Source: an optimization exercise on an open RTL-to-GDS flow (aim: small area). Production flows keep margins and buffers that such runs may drop. Function not checked in this run: the RTL went through the layout flow alone. Power is estimated from default activity; no workload was simulated.

<file path="design/flow/design.v">
module eth_pkt_buffer #(
    parameter int unsigned DEPTH      = 64,
    parameter logic [31:0] PORTA_ADDR = 32'h0000_ABCD,
    parameter logic [31:0] PORTB_ADDR = 32'h0000_BEEF
) (
    input  logic        clk,
    input  logic        reset,
    input  logic        inWrEn,
    input  logic [33:0] inData,
    output logic        outValid,
    input  logic        outReady,
    output logic [33:0] outData,
    output logic        outPort,
    output logic [15:0] dropCount,
    output logic [15:0] pktCount
);
    localparam int unsigned AW = $clog2(DEPTH);
    localparam int unsigned PW = AW + 1;
    localparam int unsigned WW = 35;
    typedef enum logic [1:0] {
        W_IDLE = 2'd0,
        W_PKT  = 2'd1,
        W_DROP = 2'd2
    } wstate_e;
    logic [WW-1:0] mem [DEPTH];
    wstate_e       state_q, state_d;
    logic [PW-1:0] wr_ptr_q, wr_ptr_d;
    logic [PW-1:0] commit_ptr_q, commit_ptr_d;
    logic [PW-1:0] rd_ptr_q;
    logic          port_q, port_d;
    logic          out_valid_q;
    logic [33:0]   out_data_q;
    logic          out_port_q;
    logic          mem_we_c;
    logic [AW-1:0] mem_waddr_c;
    logic [WW-1:0] mem_wdata_c;
    logic [1:0]    drop_inc_c;
    logic          pkt_inc_c;
    logic          in_sop_c, in_eop_c, addr_hit_c, addr_b_c;
    logic          full_sop_c, full_pkt_c, rd_load_c;
    assign in_eop_c   = inData[33];
    assign in_sop_c   = inData[32];
    assign addr_b_c   = (inData[31:0] == PORTB_ADDR);
    assign addr_hit_c = (inData[31:0] == PORTA_ADDR) || addr_b_c;
    assign full_sop_c = ((commit_ptr_q - rd_ptr_q) == PW'(DEPTH));
    assign full_pkt_c = ((wr_ptr_q - rd_ptr_q) == PW'(DEPTH));
    assign rd_load_c  = (rd_ptr_q != commit_ptr_q) && (!out_valid_q || outReady);
    always_comb begin
        state_d      = state_q;
        wr_ptr_d     = wr_ptr_q;
        commit_ptr_d = commit_ptr_q;
        port_d       = port_q;
        mem_we_c     = 1'b0;
        mem_waddr_c  = wr_ptr_q[AW-1:0];
        mem_wdata_c  = {port_q, inData};
        drop_inc_c   = 2'd0;
        pkt_inc_c    = 1'b0;
        if (inWrEn) begin
            if (in_sop_c) begin
                if (state_q == W_PKT) begin
                    wr_ptr_d   = commit_ptr_q;
                    drop_inc_c = 2'd1;
                end
                if (!addr_hit_c || full_sop_c) begin
                    drop_inc_c = drop_inc_c + 2'd1;
                    wr_ptr_d   = commit_ptr_q;
                    state_d    = in_eop_c ? W_IDLE : W_DROP;
                end else begin
                    port_d      = addr_b_c;
                    mem_we_c    = 1'b1;
                    mem_waddr_c = commit_ptr_q[AW-1:0];
                    mem_wdata_c = {addr_b_c, inData};
                    wr_ptr_d    = commit_ptr_q + PW'(1);
                    if (in_eop_c) begin
                        commit_ptr_d = commit_ptr_q + PW'(1);
                        pkt_inc_c    = 1'b1;
                        state_d      = W_IDLE;
                    end else begin
                        state_d = W_PKT;
                    end
                end
            end else begin
                case (state_q)
                    W_PKT: begin
                        if (full_pkt_c) begin
                            wr_ptr_d   = commit_ptr_q;
                            drop_inc_c = 2'd1;
                            state_d    = in_eop_c ? W_IDLE : W_DROP;
                        end else begin
                            mem_we_c = 1'b1;
                            wr_ptr_d = wr_ptr_q + PW'(1);
                            if (in_eop_c) begin
                                commit_ptr_d = wr_ptr_q + PW'(1);
                                pkt_inc_c    = 1'b1;
                                state_d      = W_IDLE;
                            end
                        end
                    end
                    W_DROP: begin
                        if (in_eop_c) state_d = W_IDLE;
                    end
                    default: ;
                endcase
            end
        end
    end
    always_ff @(posedge clk or posedge reset) begin
        if (reset) begin
            state_q      <= W_IDLE;
            wr_ptr_q     <= '0;
            commit_ptr_q <= '0;
            port_q       <= 1'b0;
        end else begin
            state_q      <= state_d;
            wr_ptr_q     <= wr_ptr_d;
            commit_ptr_q <= commit_ptr_d;
            port_q       <= port_d;
        end
    end
    always_ff @(posedge clk) begin
        if (mem_we_c) mem[mem_waddr_c] <= mem_wdata_c;
    end
    always_ff @(posedge clk or posedge reset) begin
        if (reset) begin
            rd_ptr_q    <= '0;
            out_valid_q <= 1'b0;
            out_data_q  <= '0;
            out_port_q  <= 1'b0;
        end else if (rd_load_c) begin
            rd_ptr_q    <= rd_ptr_q + PW'(1);
            out_valid_q <= 1'b1;
            out_data_q  <= mem[rd_ptr_q[AW-1:0]][33:0];
            out_port_q  <= mem[rd_ptr_q[AW-1:0]][34];
        end else if (outReady) begin
            out_valid_q <= 1'b0;
        end
    end
    assign outValid = out_valid_q;
    assign outData  = out_data_q;
    assign outPort  = out_port_q;
    logic [15:0] drop_cnt_q;
    logic [15:0] pkt_cnt_q;
    logic [16:0] drop_sum_c;
    assign drop_sum_c = {1'b0, drop_cnt_q} + 17'(drop_inc_c);
    always_ff @(posedge clk or posedge reset) begin
        if (reset) begin
            drop_cnt_q <= '0;
            pkt_cnt_q  <= '0;
        end else begin
            drop_cnt_q <= drop_sum_c[16] ? 16'hFFFF : drop_sum_c[15:0];
            pkt_cnt_q  <= pkt_cnt_q + 16'(pkt_inc_c);
        end
    end
    assign dropCount = drop_cnt_q;
    assign pktCount  = pkt_cnt_q;
endmodule
</file>
<file path="design/flow/run.sh">
#!/bin/bash
# synth_recipe.tcl (not shown) runs the flow's synth.tcl, then flattens the netlist and writes it again
# the make line also repeats each setting of config.mk as NAME=value (left out here)
make -C /OpenROAD-flow-scripts/flow DESIGN_CONFIG=/design/flow/config.mk WORK_HOME=/design/flow/orfs CLKGATE_MAP_FILE= SYNTH_SCRIPT=/design/flow/synth_recipe.tcl finish
</file>
<file path="design/flow/config.mk">
export PLATFORM = sky130hd
export DESIGN_NAME = eth_pkt_buffer
export DESIGN_NICKNAME = eth_pkt_buffer
export VERILOG_FILES = /design/flow/design.v
export SDC_FILE = /design/flow/constraint.sdc
export NUM_CORES = 4
export LEC_CHECK = 0
export CAP_MARGIN = 20
export CORE_MARGIN = 2
export CORE_UTILIZATION = 40
export SLEW_MARGIN = 20
</file>
<file path="design/flow/constraint.sdc">
create_clock -name core_clock -period 8.0 [get_ports {clk}]
set_input_delay 1.6000 -clock core_clock [delete_from_list [all_inputs] [get_ports {clk}]]
set_output_delay 1.6000 -clock core_clock [all_outputs]
set_load 0.01 [all_outputs]
</file>
==> run notes <==
worst max-delay path, cell delays in order:
cell,delay (ns)
buf_2,0.23
nor4_1,0.45
and3_1,0.77
o211ai_4,0.39
a41oi_4,0.45
and3_1,0.33
buf_4,0.35
mux2i_2,0.28
buf_4,0.28
nor3_2,0.65
buf_4,0.51
power by group through the flow:
stage                     clock, uW  combinational, uW  sequential (uW)
after floorplan                   0               5930            13900
after global placement            0               8940            14100
after detailed placement          0               8970            14100
after CTS                     10100               8990            13800
after global routing          10600               9280            13900
final                          9960               8780            13800
layout make-up:
cell class / count / area share
clock buffers: 275 / 0.05607
multi-input cells: 1341 / 0.1955
clock inverters: 123 / 0.01020
diodes: 1 / 0.00002443
well taps: 2992 / 0.03655
flip-flops and latches: 2332 / 0.6793
inverters: 25 / 0.001038
repair buffers: 265 / 0.02128
per-layer routing:
layer	GRT usage	share of wire
met5	0	0.000054
met4	0.05567	0.028
met3	0.02675	0.060
met2	0.3165	0.49
met1	0.2761	0.42
flip-flops by register name, indices dropped and copies added (netlist names):
register,count
mem,2240
out_valid_q,1
drop_cnt_q,16
pkt_cnt_q,16
wr_ptr_q,7
out_port_q,1
port_q,1
commit_ptr_q,7
rd_ptr_q,7
state_q,2
out_data_q,34
final timing paths:
kind	slack [ns]	startpoint	endpoint
setup / recovery	2.10	inData[18]	mem[4][8]
hold / removal	0.48	pkt_cnt_q[15]	pkt_cnt_q[15]
setup reg to reg	2.20	rd_ptr_q[1]	drop_cnt_q[6]
hold reg to reg	0.48	pkt_cnt_q[15]	pkt_cnt_q[15]
max in group asynchronous	5.47	reset	rd_ptr_q[1]
min in group asynchronous	1.31	reset	drop_cnt_q[3]
per-stage QoR:
stage | power [uW] | util
floorplan | 19810 | -
global placement | 23040 | 0.4259
detailed placement | 23070 | 0.4260
CTS | 32970 | 0.4563
global route | 33720 | 0.4563
finish | 32590 | 0.4563
cell families after synthesis:
group                    Yosys count  share of synthesized area
multiplexers                     729                     0.1778
buffers and inverters            240                    0.01081
XOR/XNOR                          44                   0.004273
flip-flops                      2332                     0.7713
adder cells (fa/ha/maj)           21                   0.002996
AND/OR/NAND/NOR                  367                    0.01942
AO/OA/AOI/OAI                    180                    0.01341
Yosys cell counts (17+ instances only):
cell / count
edfxtp_1: 2240
mux4_2: 696
nand2_1: 155
clkbuf_1: 141
dfrtp_1: 92
nor3_1: 79
o22ai_1: 68
buf_1: 49
a21oi_1: 40
nor2_1: 34
nand3_1: 24
inv_1: 23
xor2_1: 23
xnor2_1: 21
ha_1: 20
mux2i_1: 20
buf_2: 19
o21ai_0: 17
==> summary.txt <==
Worst Hold Depth - 1
Most frequent cells in the layout - 2240 x edfxtp_1, 696 x mux4_2, 221 x clkbuf_16, 154 x buf_4, 152 x nand2_1
Post-Syn Area per Cell - 23.05 um2
DR vias/cell - 5.721
WS Path Type - in -> reg
Vias in the first global route - 42240
Mapped cell area - 0.09019 mm2
Net Sw Power - 9478 uW
First-pass GRT wire length - 320100 um
Largest net degree at the start of global routing - 127
Total number of vias - 42070
# placed instances - 6955
Hold violation count in the final report - 0
CTS tree - yes
# DRC - 0
Path depth of the worst reg2reg path - 18
Worst-Skew Late Latency - 0.85 ns
Resize count post-CTS - 0
Setup TNS - 0 ns
Peak VDD IR - 0.0002585 V
Pre-CTS setup slack - 1.249 ns
IO Pins - 106
Worst Path Max Fanout - 27
Clock transition at path regs - 0.06 ns
Synth top area cells - edfxtp_1 75%, mux4_2 17%, dfrtp_1 2.6%
Minimum clock period - 5.905 ns
Crit path DAT - 6.39 ns
Routed Antenna Nets - 0
Reg power frac - 0.425
Sink Count - 2332
Die X - 478.9 um
Int Power - 23110 uW
Pleak - 0.03195 uW
Worst min-delay path class - reg -> reg
Multi-input logic area - 0.02002 mm2
Core area - 0.2245 mm2
Sequential area share after synthesis - 0.7713
Commonest non-fill, non-tap cell in the layout - edfxtp_1
Hold WS - 0.4750 ns
Max_cap viols - 0
Power per standard cell area - 318.2 mW/mm2
Predominant post-synthesis flop cell - edfxtp_1
Die Footprint - 0.2293 mm2
Clock skew - 0.03255 ns
Area leader, netlist - edfxtp_1
Worst slew pin tran - 0.9928 ns
DR WL/cell - 30.36 um
Starting density of the core - 0.4018
Synth cell types - 63
Grt total ovfl - 0
Worst setup SP type - input port
Post-route clock period utilization - 0.7381
Hpwl dp - 129000 um
Finished Layout Cells - 7354
Final wirelength - 223300 um
Maximum clock frequency - 0.1694 GHz
Layout cell share with drive strength beyond 1 - 0.2937
Row Count - 174
RSZ-0062 raised after global routing - false
Async S/R FF share, synth - 0.03945
FF+latch area - 0.06958 mm2
Setup-failing EPs final - 0
Hold buffers post-CTS - 0
Status - timing/DRC/antenna clean
Post-CTS Setup Repair Bufs - 0
FF+latch count, synth - 2332
Initial antenna violation count - 5
H-tree levels - 4
GPL Wtd Cong - 0.8551
EDFF count, synth - 2240
DP Area - 0.09563 mm2
Net Sw Frac - 0.2908
# port buffers - 105
# fillers - 18380
DR iter-0 viols - 4658
Drt first pass iters - 5
Synth warn - 1
# nets final - 4242
Post-synthesis instance total - 3913
Slew Viols, Final - 0
Yosys top cell area share - 0.7458
CTS Buffer Depth - 3
Slew headroom - 0.3192
GRT Total Usage - 0.1946
Power share of the clock group - 0.306
Area growth syn-to-layout - 13.56%
Critical Path RT - 8.48 ns
CTS Buf Count - 218
CTS root buffer - clkbuf_16
Post-route design area - 0.1024 mm2
Synth Net Count - 3972
CP endpoint kind - flop
Comb power frac - 0.269
Final worst setup slack - 2.095 ns
Die height - 478.9 um

[re-timing with driven ports]
How much do the figures lean on ideal ports? The routed layout below was timed once more, with nothing changed but the port constraints.
Step 1, drivers: a clkbuf_16 drives clk and a buf_2 each remaining input, both assumed.
Step 2 adds t to the input delays and takes it off the output delays; t is the mean of the earliest and latest rising clock arrival at the registers after step 1. Input paths then give back, and output paths get back, about the clock's delay inside the block.
a / b / c = ideal ports / drivers / drivers and shift; a / b = the first two.
t, ns: 0.918
slack for setup (ns): 2.095 / 2.121 / 1.203
worst register clock-pin slew, ns: 0.07 / 0.07
worst data-port slew with drivers (ns): 0.17
cell pins on the clock port's net: 1
After both steps this run still meets setup and hold. The setup slack of this run moves by +0.026 ns with the drivers and by -0.892 ns with both steps.
